This design comes from an exercise in tuning for small area and a short achievable clock period on the open sky130 flow, not from production work. In this exercise RTL edits were held to simulation tests only and were not proved equivalent to the original. Power figures rest on the tool's default switching activity, not on a simulated workload.

## spi_slave_ram_burst
module spi_slave_ram_burst #(
    parameter int WIDTH     = 8,
    parameter int MEM_DEPTH = 256,
    parameter int AUTO_INC  = 1
) (
    input  logic clk,
    input  logic rst,
    input  logic SS_n,
    input  logic MOSI,
    output logic MISO,
    output logic busy,
    output logic frame_err
);
==> flow/config.mk <==
export PLATFORM = sky130hd
export DESIGN_NAME = spi_slave_ram_burst
export DESIGN_NICKNAME = spi_slave_ram_burst
export VERILOG_FILES = /design/flow/design.v
export SDC_FILE = /design/flow/constraint.sdc
export NUM_CORES = 4
export LEC_CHECK = 0
export CAP_MARGIN = 20
export CORE_MARGIN = 2
export CORE_UTILIZATION = 88
export CTS_BUF_LIST = sky130_fd_sc_hd__clkbuf_16
export CTS_CLUSTER_DIAMETER = 60
export CTS_CLUSTER_SIZE = 24
export SETUP_SLACK_MARGIN = 2.5
export SLEW_MARGIN = 20
export TNS_END_PERCENT = 100
==> flow/constraint.sdc <==
create_clock -name core_clock -period 4.5 [get_ports {clk}]
set_input_delay 0.9000 -clock core_clock [delete_from_list [all_inputs] [get_ports {clk}]]
set_output_delay 0.9000 -clock core_clock [all_outputs]
set_load 0.01 [all_outputs]
run.sh (not shown) runs the stock make flow with config.mk's settings and CLKGATE_MAP_FILE= SYNTH_SCRIPT=/design/flow/synth_recipe.tcl, a recipe that flattens the netlist after the stock synthesis.
The first run failed in detailed placement.
Then changed:
==> flow/flow/run.sh (new file) <==
#!/bin/bash
# Own flow: the standard layout with extra clock tree synthesis options.
set -euo pipefail
export CTS_ARGS="-sink_clustering_enable -repair_clock_nets -dont_use_dummy_load -sink_clustering_size 24 -sink_clustering_max_diameter 60 -buf_list sky130_fd_sc_hd__clkbuf_16"
bash standard.sh > "$PWD/log_standard.txt" 2>&1
==> flow/standard.sh (new file) <==
#!/bin/bash
# synth_recipe.tcl (not shown) runs the flow's synth.tcl, then flattens the netlist and writes it again
# the make line also repeats each setting of config.mk as NAME=value (left out here)
make -C /OpenROAD-flow-scripts/flow DESIGN_CONFIG=/design/flow/config.mk WORK_HOME=/design/flow/orfs CLKGATE_MAP_FILE= SYNTH_SCRIPT=/design/flow/synth_recipe.tcl "${@:-finish}"
CORE_UTILIZATION = 82   (was 88)
removed: flow/run.sh
The changed run produced a clean layout.
Area after synthesis is unchanged.
Synthesized cell count stays the same.
Then changed:
==> flow/run.sh (new file) <==
#!/bin/bash
# synth_recipe.tcl (not shown) runs the flow's synth.tcl, then flattens the netlist and writes it again
# the make line also repeats each setting of config.mk as NAME=value (left out here)
make -C /OpenROAD-flow-scripts/flow DESIGN_CONFIG=/design/flow/config.mk WORK_HOME=/design/flow/orfs CLKGATE_MAP_FILE= SYNTH_SCRIPT=/design/flow/synth_recipe.tcl finish
CORE_UTILIZATION = 80   (was 82)
CTS_CLUSTER_DIAMETER = 40   (was 60)
CTS_CLUSTER_SIZE = 20   (was 24)
removed: flow/flow/run.sh
removed: flow/standard.sh
Outcome:
- This time the run stopped in clock tree synthesis, error DPL-0033
- synthesized area is unchanged
- synthesized cell count stays the same
Then changed:
CTS_CLUSTER_DIAMETER = 60   (was 40)
CTS_CLUSTER_SIZE = 24   (was 20)
This time the run completed without violations.
Synthesized area stays the same.
Synthesized cell count stays the same.
Then changed:
==> flow/flow/run.sh (new file) <==
#!/bin/bash
# Own flow: the standard layout with extra clock tree synthesis options.
set -euo pipefail
export CTS_ARGS="-sink_clustering_enable -repair_clock_nets -dont_use_dummy_load -sink_clustering_size 12 -sink_clustering_max_diameter 40 -sink_clustering_levels 2 -buf_list sky130_fd_sc_hd__clkbuf_16"
bash standard.sh > "$PWD/log_standard.txt" 2>&1
==> flow/standard.sh (new file) <==
#!/bin/bash
# synth_recipe.tcl (not shown) runs the flow's synth.tcl, then flattens the netlist and writes it again
# the make line also repeats each setting of config.mk as NAME=value (left out here)
make -C /OpenROAD-flow-scripts/flow DESIGN_CONFIG=/design/flow/config.mk WORK_HOME=/design/flow/orfs CLKGATE_MAP_FILE= SYNTH_SCRIPT=/design/flow/synth_recipe.tcl "${@:-finish}"
CORE_UTILIZATION = 76   (was 80)
removed: flow/run.sh
Outcome: The new run produced a clean layout. Clock power rose by 49%. Routed wire length rose by 4.2%. Total power rose by 16%. Worst setup slack gets worse by 16 ps. Global-route usage fell by 0.24 points. Final cell count rose by 3.8%. Register-to-register slack hardly moves.

---

spi_slave_ram_burst again, from the RTL that the note above started with.
clock: 4.5 ns
lec_check: 0
cap_margin: 20
core_margin: 2
core_utilization: 82
cts_buf_list: sky130_fd_sc_hd__clkbuf_16
cts_cluster_diameter: 60
cts_cluster_size: 24
setup_slack_margin: 2.0
slew_margin: 20
tns_end_percent: 100
Stock flow here: none of the scripts above is used.
==> next run, changes <==
==> flow/flow/run.sh (new file) <==
#!/bin/bash
# Own flow: the standard layout with extra clock tree synthesis options.
set -euo pipefail
export CTS_ARGS="-sink_clustering_enable -repair_clock_nets -dont_use_dummy_load -sink_clustering_size 24 -sink_clustering_max_diameter 60 -num_static_layers 1 -buf_list sky130_fd_sc_hd__clkbuf_16"
bash standard.sh > "$PWD/log_standard.txt" 2>&1
==> flow/standard.sh (new file) <==
#!/bin/bash
# synth_recipe.tcl (not shown) runs the flow's synth.tcl, then flattens the netlist and writes it again
# the make line also repeats each setting of config.mk as NAME=value (left out here)
make -C /OpenROAD-flow-scripts/flow DESIGN_CONFIG=/design/flow/config.mk WORK_HOME=/design/flow/orfs CLKGATE_MAP_FILE= SYNTH_SCRIPT=/design/flow/synth_recipe.tcl "${@:-finish}"
Settings changed: SETUP_SLACK_MARGIN 2.0 to 2.5.
removed: flow/run.sh
The new run finished with timing, DRC and antenna clean.
Final area hardly moves.
Setup slack improves by 380 ps.
Total power drops by 0.70%.
Register-to-register slack improves by 360 ps.
Maximum frequency climbs by 18%.
Die area does not change.
Via count is lower by about 0.6%.
Cell count hardly moves.
==> next run, changes <==
==> flow/run.sh (new file) <==
#!/bin/bash
# synth_recipe.tcl (not shown) runs the flow's synth.tcl, then flattens the netlist and writes it again
# the make line also repeats each setting of config.mk as NAME=value (left out here)
make -C /OpenROAD-flow-scripts/flow DESIGN_CONFIG=/design/flow/config.mk WORK_HOME=/design/flow/orfs CLKGATE_MAP_FILE= SYNTH_SCRIPT=/design/flow/synth_recipe.tcl finish
Settings changed: CORE_UTILIZATION 82 to 84.
removed: flow/flow/run.sh
removed: flow/standard.sh
With this change the flow failed in detailed placement.
Area after synthesis is unchanged.
Synthesized cell count does not change.
==> next run, changes <==
Settings changed: CORE_UTILIZATION 84 to 80, CTS_BUF_LIST sky130_fd_sc_hd__clkbuf_16 to sky130_fd_sc_hd__clkbuf_8 sky130_fd_sc_hd__clkbuf_16.
With this change the flow finished with timing, DRC and antenna clean.
Synthesized cell count is unchanged.
Area after synthesis does not change.

---

garnet:
The RTL this note starts from:
==> flow/design.v <==
`default_nettype none
`timescale 1ns/1ps
package spi_ram_pkg;
    localparam logic [1:0] CMD_WR_ADDR = 2'b00;
    localparam logic [1:0] CMD_WR_DATA = 2'b01;
    localparam logic [1:0] CMD_RD_ADDR = 2'b10;
    localparam logic [1:0] CMD_RD_DATA = 2'b11;
endpackage
`default_nettype wire
`default_nettype none
`timescale 1ns/1ps
module spi_sp_ram #(
    parameter int WIDTH = 8,
    parameter int RINGS = 32,
    parameter int SLOTS = 8
) (
    input  logic                         clk,
    input  logic                         wload,
    input  logic [7:0]                   waddr,
    input  logic [WIDTH-1:0]             wdata_n,
    input  logic [7:0]                   raddr,
    output logic                         hit,
    output logic [WIDTH-1:0]             dout
);
    localparam int SW = $clog2(SLOTS);
    logic [SW-1:0]                 r_phase;
    logic [RINGS*SLOTS*WIDTH-1:0]  r_ring;
    logic [7:0]                    r_whi;
    logic [3:0]                    r_wlo;
    logic                          r_rhit;
    logic [RINGS-1:0]              r_rsel;
    logic [SW-1:0]                 w_phase_nx;
    logic [WIDTH-1:0]              w_tap [RINGS];
    assign w_phase_nx = r_phase + 1'b1;
    always_ff @(posedge clk) begin
        r_phase <= w_phase_nx;
        r_whi   <= (!wload && (w_phase_nx == waddr[SW-1:0])) ? (8'd1 << waddr[7:5]) : 8'd0;
        r_wlo   <= 4'd1 << waddr[4:3];
        r_rhit  <= (r_phase == raddr[SW-1:0]);
        r_rsel  <= RINGS'(1) << raddr[7:SW];
    end
    genvar r, k;
    generate
        for (r = 0; r < RINGS; r++) begin : g_ring
            logic w_we;
            assign w_we = r_whi[r / 4] && r_wlo[r % 4];
            for (k = 0; k < SLOTS - 1; k++) begin : g_slot
                always_ff @(posedge clk) begin
                    r_ring[(r*SLOTS + k)*WIDTH +: WIDTH] <= r_ring[(r*SLOTS + k + 1)*WIDTH +: WIDTH];
                end
            end
            assign w_tap[r] = r_ring[(r*SLOTS + SLOTS - 1)*WIDTH +: WIDTH];
            always_ff @(posedge clk) begin
                r_ring[(r*SLOTS + SLOTS - 1)*WIDTH +: WIDTH] <=
                    w_we ? ~wdata_n : r_ring[(r*SLOTS)*WIDTH +: WIDTH];
            end
        end
    endgenerate
    always_comb begin
        dout = '0;
        for (int i = 0; i < RINGS; i++) dout = dout | (w_tap[i] & {WIDTH{r_rsel[i]}});
    end
    assign hit  = r_rhit;
endmodule
`default_nettype wire
`default_nettype none
`timescale 1ns/1ps
module spi_slave_ram_burst #(
    parameter int WIDTH     = 8,
    parameter int MEM_DEPTH = 256,
    parameter int AUTO_INC  = 1
) (
    input  logic clk,
    input  logic rst,
    input  logic SS_n,
    input  logic MOSI,
    output logic MISO,
    output logic busy,
    output logic frame_err
);
    logic             r_recv;
    logic             r_exec;
    logic             r_rdout;
    logic             r_done;
    logic             r_busy;
    logic [3:0]       r_cnt;
    logic [9:0]       r_shift;
    logic [7:0]       r_wr_addr;
    logic [7:0]       r_rd_addr;
    logic [7:0]       r_waddr;
    logic [7:0]       r_wdata_n;
    logic [7:0]       r_rbuf;
    logic             r_miso;
    logic             r_frame_err;
    logic [1:0]       w_cmd;
    logic [7:0]       w_payload;
    logic             w_hit;
    logic [7:0]       w_dout;
    logic             w_last;
    logic             w_wload;
    assign w_cmd     = r_shift[9:8];
    assign w_payload = r_shift[7:0];
    assign w_last    = (r_cnt == 4'd9);
    assign w_wload   = r_exec && (w_cmd == spi_ram_pkg::CMD_WR_DATA);
    spi_sp_ram #(
        .WIDTH (WIDTH)
    ) u_ram (
        .clk   (clk),
        .wload (w_wload),
        .waddr (r_waddr),
        .wdata_n (r_wdata_n),
        .raddr (r_rd_addr),
        .hit   (w_hit),
        .dout  (w_dout)
    );
    always_ff @(posedge clk) begin
        r_shift <= {r_shift[8:0], MOSI};
    end
    always_ff @(posedge clk) begin
        if (!r_busy || (r_recv && w_last))
            r_cnt <= '0;
        else if (r_recv || r_rdout)
            r_cnt <= r_cnt + 1'b1;
    end
    always_ff @(posedge clk) begin
        if (w_wload) begin
            r_waddr <= r_wr_addr;
            r_wdata_n <= ~w_payload;
        end
    end
    always_ff @(posedge clk) begin
        if (r_rdout)
            r_rbuf <= {r_rbuf[6:0], 1'b0};
        else if (w_hit)
            r_rbuf <= w_dout;
    end
    always_ff @(posedge clk or posedge rst) begin
        if (rst) begin
            r_recv      <= 1'b0;
            r_exec      <= 1'b0;
            r_rdout     <= 1'b0;
            r_done      <= 1'b0;
            r_busy      <= 1'b0;
            r_wr_addr   <= '0;
            r_rd_addr   <= '0;
            r_miso      <= 1'b0;
            r_frame_err <= 1'b0;
        end else begin
            r_recv      <= (!r_busy && !SS_n) || (r_recv && !SS_n && !w_last);
            r_exec      <= r_recv && !SS_n && w_last;
            r_rdout     <= (r_exec && !SS_n && (w_cmd == spi_ram_pkg::CMD_RD_DATA)) ||
                           (r_rdout && !SS_n && (r_cnt != 4'd8));
            r_done      <= (r_exec && !SS_n && (w_cmd != spi_ram_pkg::CMD_RD_DATA)) ||
                           (r_rdout && !SS_n && (r_cnt == 4'd8)) ||
                           (r_done && !SS_n);
            r_busy      <= !SS_n;
            r_miso      <= r_rdout && !SS_n && (r_cnt != 4'd8) && r_rbuf[7];
            r_frame_err <= r_recv && SS_n;
            if (r_exec) begin
                case (w_cmd)
                    spi_ram_pkg::CMD_WR_ADDR: r_wr_addr <= w_payload;
                    spi_ram_pkg::CMD_WR_DATA: r_wr_addr <= r_wr_addr + 1'b1;
                    spi_ram_pkg::CMD_RD_ADDR: r_rd_addr <= w_payload;
                    default:                  r_rd_addr <= r_rd_addr + 1'b1;
                endcase
            end
        end
    end
    assign MISO      = r_miso;
    assign busy      = r_busy;
    assign frame_err = r_frame_err;
endmodule
`default_nettype wire
==> flow/config.mk <==
export PLATFORM = sky130hd
export DESIGN_NAME = spi_slave_ram_burst
export DESIGN_NICKNAME = spi_slave_ram_burst
export VERILOG_FILES = /design/flow/design.v
export SDC_FILE = /design/flow/constraint.sdc
export NUM_CORES = 4
export LEC_CHECK = 0
export CAP_MARGIN = 20
export CORE_MARGIN = 2
export CORE_UTILIZATION = 82
export CTS_BUF_LIST = sky130_fd_sc_hd__clkbuf_16
export CTS_CLUSTER_DIAMETER = 60
export CTS_CLUSTER_SIZE = 24
export SETUP_SLACK_MARGIN = 2.5
export SLEW_MARGIN = 20
export TNS_END_PERCENT = 100
==> flow/constraint.sdc <==
create_clock -name core_clock -period 4.5 [get_ports {clk}]
set_input_delay 0.9000 -clock core_clock [delete_from_list [all_inputs] [get_ports {clk}]]
set_output_delay 0.9000 -clock core_clock [all_outputs]
set_load 0.01 [all_outputs]
standard.sh (not shown) runs the stock make flow with config.mk's settings and CLKGATE_MAP_FILE= SYNTH_SCRIPT=/design/flow/synth_recipe.tcl, a recipe that flattens the netlist after the stock synthesis.
==> flow/flow/run.sh <==
#!/bin/bash
# Own flow: the standard layout with extra clock tree synthesis options.
set -euo pipefail
export CTS_ARGS="-sink_clustering_enable -repair_clock_nets -dont_use_dummy_load -sink_clustering_size 12 -sink_clustering_max_diameter 40 -sink_clustering_levels 2 -buf_list sky130_fd_sc_hd__clkbuf_16"
bash standard.sh > "$PWD/log_standard.txt" 2>&1
The flow ended early for garnet: it failed with a tool error in 4_1_cts.
What amber does differently from garnet at the input level:
==> flow/run.sh (new file) <==
#!/bin/bash
# synth_recipe.tcl (not shown) runs the flow's synth.tcl, then flattens the netlist and writes it again
# the make line also repeats each setting of config.mk as NAME=value (left out here)
make -C /OpenROAD-flow-scripts/flow DESIGN_CONFIG=/design/flow/config.mk WORK_HOME=/design/flow/orfs CLKGATE_MAP_FILE= SYNTH_SCRIPT=/design/flow/synth_recipe.tcl finish
removed: flow/flow/run.sh
removed: flow/standard.sh
Results
- Every stage of the flow completed for amber, and the final layout passed the timing, DRC and antenna checks.
- amber against garnet: number of buffers created by CTS saw a decrease; post-synthesis compound-gate area fraction saw little to no change; total placed cells including tap cells saw little to no change.
- Gate count of the mapped netlist: amber vs garnet identical
Edits applied to the flow inputs when going from amber to willow:
diff --git a/flow/config.mk b/flow/config.mk
--- a/flow/config.mk
+++ b/flow/config.mk
@@ -6,5 +6,5 @@
 export NUM_CORES = 4
 export LEC_CHECK = 0
-export CAP_MARGIN = 20
+export CAP_MARGIN = 50
 export CORE_MARGIN = 2
 export CORE_UTILIZATION = 82
@@ -13,4 +13,4 @@
 export CTS_CLUSTER_SIZE = 24
 export SETUP_SLACK_MARGIN = 2.5
-export SLEW_MARGIN = 20
+export SLEW_MARGIN = 50
 export TNS_END_PERCENT = 100
### Flow results
- Worst path setup slack after routing on willow is ahead of amber.
- willow was carried through to the last stage, and its layout satisfied the timing, DRC and antenna checks.
- Going from amber to willow, total length of routed met2 wires now larger; share of layout cells above drive strength 1 rose 1.1 points.
### willow -> onyx
==> flow/config.mk <==
export PLATFORM = sky130hd
export DESIGN_NAME = spi_slave_ram_burst
export DESIGN_NICKNAME = spi_slave_ram_burst
export VERILOG_FILES = /design/flow/design.v
export SDC_FILE = /design/flow/constraint.sdc
export NUM_CORES = 4
export LEC_CHECK = 0
export CAP_MARGIN = 20
export CORE_MARGIN = 2
export CORE_UTILIZATION = 80
export CTS_BUF_LIST = sky130_fd_sc_hd__clkbuf_16
export CTS_CLUSTER_DIAMETER = 50
export CTS_CLUSTER_SIZE = 28
export SETUP_SLACK_MARGIN = 2.5
export SLEW_MARGIN = 20
export TNS_END_PERCENT = 100
Findings:
- onyx: via count of the first global-routing pass is 1.9% higher than what willow reported.
- Lower number of buffers and inverters on the critical path was reported by onyx, not willow.
- From willow to onyx the numbers moved as follows: via count +216, number of buffers added for setup after CTS up 3, total power now larger, portion of the clock cycle consumed by the worst path in the final layout up 1.7 points.
- Comparing onyx against willow, there is no change at all in flip-flop and latch count.
- Between onyx and willow, initial core utilization is lower for onyx, willow comes in above that.
The following lists how sierra was set up differently from onyx:
diff --git a/flow/config.mk b/flow/config.mk
--- a/flow/config.mk
+++ b/flow/config.mk
@@ -6,10 +6,11 @@
 export NUM_CORES = 4
 export LEC_CHECK = 0
+export ABC_AREA = 1
 export CAP_MARGIN = 20
 export CORE_MARGIN = 2
 export CORE_UTILIZATION = 80
 export CTS_BUF_LIST = sky130_fd_sc_hd__clkbuf_16
-export CTS_CLUSTER_DIAMETER = 50
-export CTS_CLUSTER_SIZE = 28
+export CTS_CLUSTER_DIAMETER = 60
+export CTS_CLUSTER_SIZE = 24
 export SETUP_SLACK_MARGIN = 2.5
 export SLEW_MARGIN = 20
[summary]
sierra ran to completion and came out clean on the timing, DRC and antenna checks. Post-synthesis simple-gate area fraction: sierra vs onyx up 3.5 points. onyx → sierra: proportion of power drawn by the clock network moved down; area added between synthesis and finish moved down.

[re-timing with driven ports]
No port has a modelled driver above. Below, the same layouts with a new extraction and two added sets of constraints. Step 1, drivers: a clkbuf_16 drives clk and a buf_2 each remaining input, both assumed. Step 2 adds t to the input delays and takes it off the output delays; t is the mean of the earliest and latest rising clock arrival at the registers after step 1. Input paths then give back, and output paths get back, about the clock's delay inside the block. Slacks: no drivers / after step 1 / after step 2; pairs: no drivers / after step 1.
run	shift t [ns]	setup WS [ns]	worst setup path after step 2	clock arrival spread, ns	worst data-port slew with drivers (ns)
the second run of note 1	0.720	2.383 / 2.358 / 2.383	register to register	0.046 / 0.046	0.04
the fourth run of note 1	0.744	2.372 / 2.311 / 2.372	register to register	0.032 / 0.032	0.04
the fifth run of note 1	0.807	2.356 / 2.283 / 2.374	register to register	0.073 / 0.073	0.04
the first run of note 2	0.745	2.037 / 1.977 / 2.062	register to register	0.039 / 0.038	0.04
the second run of note 2	0.724	2.415 / 2.347 / 2.425	register to register	0.049 / 0.049	0.04
the fourth run of note 2	0.744	2.372 / 2.311 / 2.372	register to register	0.032 / 0.032	0.04
amber	0.756	2.365 / 2.299 / 2.450	register to register	0.035 / 0.035	0.04
willow	0.745	2.376 / 2.308 / 2.462	register to register	0.029 / 0.030	0.04
onyx	0.766	2.300 / 2.293 / 2.300	register to register	0.034 / 0.033	0.03
sierra	0.756	2.373 / 2.300 / 2.400	register to register	0.031 / 0.031	0.03
After both steps every run listed still meets setup and hold.
